Context: an optimization exercise on an open-source flow, tuned for small area, a short achievable clock period and few clock cycles per item. The choices shown serve that exercise and are no tape-out recipe.
Function was checked by simulation only, so behaviour that the tests miss may differ from the original.
Power and IR drop assume default switching activity.

### flow/design.v
package lkvt_pkg;
  localparam int CAPACITY_DEF   = 32;
  localparam int KEY_BITS_DEF   = 16;
  localparam int VALUE_BITS_DEF = 32;
  localparam int KIND_W      = 2;
  localparam int STATUS_W    = 2;
  localparam int COUNT_OUT_W = 6;
  localparam logic [KIND_W-1:0] KIND_LOOKUP = 2'd0;
  localparam logic [KIND_W-1:0] KIND_INSERT = 2'd1;
  localparam logic [KIND_W-1:0] KIND_DELETE = 2'd2;
  localparam logic [STATUS_W-1:0] STAT_DONE      = 2'd0;
  localparam logic [STATUS_W-1:0] STAT_DUPLICATE = 2'd1;
  localparam logic [STATUS_W-1:0] STAT_FULL      = 2'd2;
  localparam logic [STATUS_W-1:0] STAT_ABSENT    = 2'd3;
  typedef struct packed {
    logic start;      
    logic scan_en;    
    logic rd_last;    
    logic wr_ins;     
    logic wr_del;     
    logic out_load;   
  } lkvt_cmd_t;
  typedef struct packed {
    logic scan_hit;    
    logic scan_miss;   
    logic is_insert;
    logic is_delete;
    logic tbl_full;
  } lkvt_sts_t;
endpackage
module linear_key_value_table
#(
  parameter int CAPACITY   = lkvt_pkg::CAPACITY_DEF,
  parameter int KEY_BITS   = lkvt_pkg::KEY_BITS_DEF,
  parameter int VALUE_BITS = lkvt_pkg::VALUE_BITS_DEF,
  localparam int IN_W  = ((KEY_BITS + VALUE_BITS + 7) / 8) * 8,
  localparam int RES_W = 1 + VALUE_BITS + lkvt_pkg::STATUS_W + lkvt_pkg::COUNT_OUT_W + 2,
  localparam int OUT_W = ((RES_W + 7) / 8) * 8
) (
  input  logic              clk_i,
  input  logic              rst_ni,
  input  logic              s_axis_tvalid,
  output logic              s_axis_tready,
  input  logic [IN_W-1:0]   s_axis_tdata,   
  input  logic [lkvt_pkg::KIND_W-1:0] s_axis_tuser,   
  output logic              m_axis_tvalid,
  input  logic              m_axis_tready,
  output logic [OUT_W-1:0]  m_axis_tdata    
);
  localparam int N     = CAPACITY;
  localparam int CNT_W = $clog2(CAPACITY + 1);
  localparam logic [CNT_W-1:0] CAP_CNT = CNT_W'(CAPACITY);
  logic                          a_v;
  logic [lkvt_pkg::KIND_W-1:0]   a_kind;
  logic [KEY_BITS-1:0]           a_key;
  logic [VALUE_BITS-1:0]         a_val;
  logic                          rdy_q;
  logic                          r_v, s_v;
  logic [RES_W-1:0]              r_q, s_q;
  logic                          exec, take, acc;
  logic                          a_v_d, r_v_d, s_v_d;
  assign exec = a_v && !(r_v && s_v);
  assign take = r_v && m_axis_tready;
  assign acc  = s_axis_tvalid && rdy_q;
  assign a_v_d = (a_v && !exec) || acc;
  assign r_v_d = (r_v && !take) || s_v || exec;
  assign s_v_d = s_v ? !take : (exec && r_v && !take);
  always_ff @(posedge clk_i or negedge rst_ni) begin
    if (!rst_ni) begin
      a_v   <= 1'b0;
      r_v   <= 1'b0;
      s_v   <= 1'b0;
      rdy_q <= 1'b1;
    end else begin
      a_v   <= a_v_d;
      r_v   <= r_v_d;
      s_v   <= s_v_d;
      rdy_q <= !(a_v_d && r_v_d && s_v_d);
    end
  end
  always_ff @(posedge clk_i) begin
    if (rdy_q) begin
      a_kind <= s_axis_tuser;
      a_key  <= s_axis_tdata[KEY_BITS-1:0];
      a_val  <= s_axis_tdata[KEY_BITS+VALUE_BITS-1:KEY_BITS];
    end
  end
  assign s_axis_tready = rdy_q;
  logic [N-1:0]          valid_q;
  logic [KEY_BITS-1:0]   keys_q [N];
  logic [VALUE_BITS-1:0] vals_q [N];
  logic [CNT_W-1:0]      count_q;
  logic [N-1:0]          eq, free_oh;
  logic                  hit, full, is_ins, is_del, is_lu, ins_ok, del_ok;
  logic [CNT_W-1:0]      count_n;
  logic [VALUE_BITS-1:0] rd_val;
  assign is_ins = (a_kind == lkvt_pkg::KIND_INSERT);
  assign is_del = (a_kind == lkvt_pkg::KIND_DELETE);
  assign is_lu  = !is_ins && !is_del;
  assign full   = (count_q == CAP_CNT);
  always_comb begin
    for (int j = 0; j < N; j++) begin
      eq[j] = valid_q[j] && (keys_q[j] == a_key);
    end
  end
  assign hit = |eq;
  always_comb begin
    logic seen;
    seen = 1'b0;
    for (int j = 0; j < N; j++) begin
      free_oh[j] = !valid_q[j] && !seen;
      seen       = seen || !valid_q[j];
    end
  end
  always_comb begin
    rd_val = '0;
    for (int j = 0; j < N; j++) begin
      rd_val = rd_val | (vals_q[j] & {VALUE_BITS{eq[j]}});
    end
  end
  assign ins_ok  = is_ins && !hit && !full;
  assign del_ok  = is_del && hit;
  assign count_n = count_q + CNT_W'(ins_ok) - CNT_W'(del_ok);
  always_ff @(posedge clk_i or negedge rst_ni) begin
    if (!rst_ni) begin
      valid_q <= '0;
      count_q <= '0;
    end else if (exec) begin
      for (int j = 0; j < N; j++) begin
        valid_q[j] <= (valid_q[j] && !(is_del && eq[j])) || (ins_ok && free_oh[j]);
      end
      count_q <= count_n;
    end
  end
  always_ff @(posedge clk_i) begin
    for (int j = 0; j < N; j++) begin
      if (exec && is_ins && free_oh[j]) begin
        keys_q[j] <= a_key;
        vals_q[j] <= a_val;
      end
    end
  end
  logic [lkvt_pkg::STATUS_W-1:0] stat;
  logic [RES_W-1:0]              res_n;
  always_comb begin
    if (is_ins) begin
      stat = hit ? lkvt_pkg::STAT_DUPLICATE : (full ? lkvt_pkg::STAT_FULL : lkvt_pkg::STAT_DONE);
    end else begin
      stat = hit ? lkvt_pkg::STAT_DONE : lkvt_pkg::STAT_ABSENT;
    end
  end
  assign res_n = {(count_n == '0), (count_n == CAP_CNT), lkvt_pkg::COUNT_OUT_W'(count_n),
                  stat, (is_lu ? rd_val : '0), hit};
  always_ff @(posedge clk_i) begin
    if (!r_v || take) begin
      r_q <= s_v ? s_q : res_n;
    end
    if (!s_v) begin
      s_q <= res_n;
    end
  end
  assign m_axis_tvalid = r_v;
  assign m_axis_tdata  = OUT_W'(r_q);
endmodule
### flow/run.sh
#!/bin/bash
# synth_recipe.tcl (not shown) runs the flow's synth.tcl, then flattens the netlist and writes it again
# the make line also repeats each setting of config.mk as NAME=value (left out here)
make -C /OpenROAD-flow-scripts/flow DESIGN_CONFIG=/design/flow/config.mk WORK_HOME=/design/flow/orfs CLKGATE_MAP_FILE= SYNTH_SCRIPT=/design/flow/synth_recipe.tcl finish
### flow/config.mk
export PLATFORM = sky130hd
export DESIGN_NAME = linear_key_value_table
export DESIGN_NICKNAME = linear_key_value_table
export VERILOG_FILES = /design/flow/design.v
export SDC_FILE = /design/flow/constraint.sdc
export NUM_CORES = 4
export LEC_CHECK = 0
export CAP_MARGIN = 20
export CORE_MARGIN = 2
export CORE_UTILIZATION = 40
export PLACE_DENSITY = 0.6
export SLEW_MARGIN = 20
### flow/constraint.sdc
create_clock -name core_clock -period 5.0 [get_ports {clk_i}]
set_input_delay 1.0000 -clock core_clock [delete_from_list [all_inputs] [get_ports {clk_i}]]
set_output_delay 1.0000 -clock core_clock [all_outputs]
set_load 0.01 [all_outputs]
==> results.txt <==
state kept, by name, indices dropped and copies added (netlist names):
register  cells
vals_q     1024
s_q          43
valid_q      32
r_v           1
a_v           1
a_val        32
a_key        16
rdy_q         1
count_q       6
a_kind        2
keys_q      512
s_v           1
r_q          43
synth_stat cells (41+ instances only):
library cell / instances
a21oi_1: 51
buf_2: 69
clkbuf_1: 179
dfrtp_1: 41
dfxtp_1: 43
edfxtp_1: 1629
nand2_1: 64
nand3_1: 1032
nand4_1: 354
nor3_1: 44
nor4_1: 66
xnor2_1: 417
xor2_1: 101
worst max-delay path, cell delays in order (launching register included):
cell	delay, ns
edfxtp_1	0.36
buf_4	0.23
buf_4	0.29
xnor2_1	0.16
nand4_1	0.19
nor4_4	0.62
a221oi_1	0.20
nand4_1	0.21
nor2_2	0.09
buf_4	0.14
ha_1	0.17
nand2_1	0.10
xor2_1	0.16
ha_1	0.18
inv_1	0.06
fa_1	0.43
inv_1	0.08
a21oi_1	0.06
nor2_1	0.09
nor2_1	0.07
xnor2_1	0.21
nor3_1	0.08
a22o_1	0.21
logic make-up after synthesis:
family,share of synthesized area [%]
DFF,76.0
and+or+nand+nor,13.5
xor gates and xnor gates,6.78
buffers and inverters,1.96
AOI/OAI and AO/OA,1.51
adders and majority gates,0.217
muxes,0.0823
other,0.00560
power breakdown:
| group | leakage, nW | internal (mW) | switching [mW] |
|---|---|---|---|
| Combinational | 6.34 | 1.60 | 3.87 |
| Sequential | 15.7 | 17.1 | 0.821 |
| Clock | 2.74 | 7.36 | 5.68 |
| Total | 24.8 | 26.1 | 10.4 |
layout make-up:
class                           count  area, um2
Tap cell                         2204       2760
Antenna cell                        2       5.00
Inverter                           13       48.8
Clock buffer                      233       4690
Timing Repair Buffer              326       3200
Multi-Input combinational cell   2344      15500
Fill cell                       14400      88600
Clock inverter                     88        985
Sequential cell                  1714      50800
routing by layer:
layer  up-vias  GRT usage (%)  share of wire [%]
met5         -              0             0.0086
met4         4           12.3                5.2
met3       847           9.50                 15
met2      3838           42.2                 44
met1     22200           37.4                 36
li1      17300              -                  -
timing repair:
item                                   CTS  global route
endpoints found under the hold margin    0             0
buffers inserted                         0             1
setup endpoints to repair                3             9
pin swaps                                0             4
gates resized for setup                  1             6
worst max path at each step:
stage,from,end,depth (start not counted)
4_1_cts,a_key[14],r_q[41],19
5_1_grt,a_key[11],r_q[42],24
6_report,a_key[1],r_q[42],22
2_1_floorplan,s_v,keys_q[12][0],7
3_3_place_gp,a_key[14],r_q[42],23
3_5_place_dp,a_key[14],r_q[41],19
==> reports/metrics.cfg <==
[routing]
drt_first_pass_iters=6
drc_errors=0
drtIter0Drc=8030
wirelength_um=244000
antenna_left=0
wire_per_inst_um=35.2
num_vias=44200
routed_via_density=6.38

[timing]
setup_viol=0
worst_slack_ns=0.351
hold_violations=0
slew_violations=0
fin_setup_tns_ns=0
fin_crit_sh_pct=93.0
fin_hold_ws_ns=0.254
max_slew_margin_pct=21.2
fmax_mhz=215
fin_crit_ns=4.65
worst_pin_slew_ns=1.18
skew_ns=0.0389

[floorplanning]
fp.dieW_um=413
design.die.area_um2=171000
ioPinCount=104
core_area_um2=167000
die_h_um=413
initial_core_util_pct=40.2
row_count=150

[global_route]
grt_max_degree=57
grt-ovfl-total=0
grt_usage_pct=28.2
first_global_vias=41600
grt_pass1_wl_um=334000
grt_antenna_before_repair=4

[final_layout]
drive_gt1_share_pct=12.3
utilization_pct=46.8
fin_cells=6924
area_delta_synth_final_pct=16.6
design_area_um2=78000
nNetsFinal=4639
layout_common_cells=1629 x edfxtp_1, 1032 x nand3_1, 417 x xnor2_1
final_common_cell=edfxtp_1

[setup_path]
worstReg2RegEnd=r_q[42]
reg2reg_from=a_key[1]
start_kind=flop
criticalPathCategory=reg2reg
crit_path_max_fanout=15
crit_required_ns=5.57
worst-r2r-cell-count=22
rrSetupSlack_ns=0.35
critPathArrivalTime_ns=5.22
critPathCaptureType=flop

[outcome]
status=timing/DRC/antenna clean

[placement]
place_area_um2=72300
place_congestion=0.840
dp_slack_ns=-0.00542
hpwlAfterDp_um=122000
dp_cells=6601
io_buffers=98

[clocking]
clock_latency_ns=0.85
clock_sinks=1714
cts.clk_slew.worst_paths_ns=0.06
clk_path_buf_depth=3
ctsHtreeMaxLevel=4
numCtsBuffers=175
holdBufCountCts=0
cts_root_buffer=clkbuf_16
cts_tree=yes

[synth]
synthesis.area_um2=66900
synth-main-ff-cell=edfxtp_1
synth.distinct_cells=53
yosys_register_bits=1714
syn_inst=4348
synth_top_cell_area_share_pct=73.1
yosysSeqAreaShare_pct=76.0
yosysWarnings=3
async_reset_ff_share_pct=2.45
yosysTopAreaCell=edfxtp_1
syn_avg_cell_area_um2=15.4
synthTopCellsByArea=edfxtp_1 73%, nand3_1 7.7%, xnor2_1 5.5%
synth_edf_count=1629

[worst_hold_path]
hp-class=in2async

[power]
finalPower_mw=36.5
power_density_nw_per_um2=467
ir_drop_mv=0.399
p_leak_nw=24.8

[flow_run]
maxCapViolations=0

Testbench counts, summed over its fixed seeds: cycles 12,016, items 12,000.

-- afterwards: timing with drivers on the ports --
In the flow no input, the clock included, has a driving cell. The finished layout below was timed again as built, in two steps.
Step 1, drivers: a clkbuf_16 drives clk_i and a buf_2 each remaining input, both assumed.
Step 2 times the ports against the registers' clock, not the clock port: input delays grow and output delays shrink by t, the midpoint of the rising clock arrivals with the driver on.
Three values: ideal, step 1, step 2; two values: the first two.
t, ns: 0.922
slack for setup (ns): 0.351 / 0.351 / 0.351
worst register clock-pin slew, ns: 0.07 / 0.07
worst data-port slew with drivers (ns): 0.07
cell pins on the clock port's net: 1
After both steps setup and hold are still met in this run. The setup slack of this run moves by 0.000 ns with the drivers and by 0.000 ns with both steps.
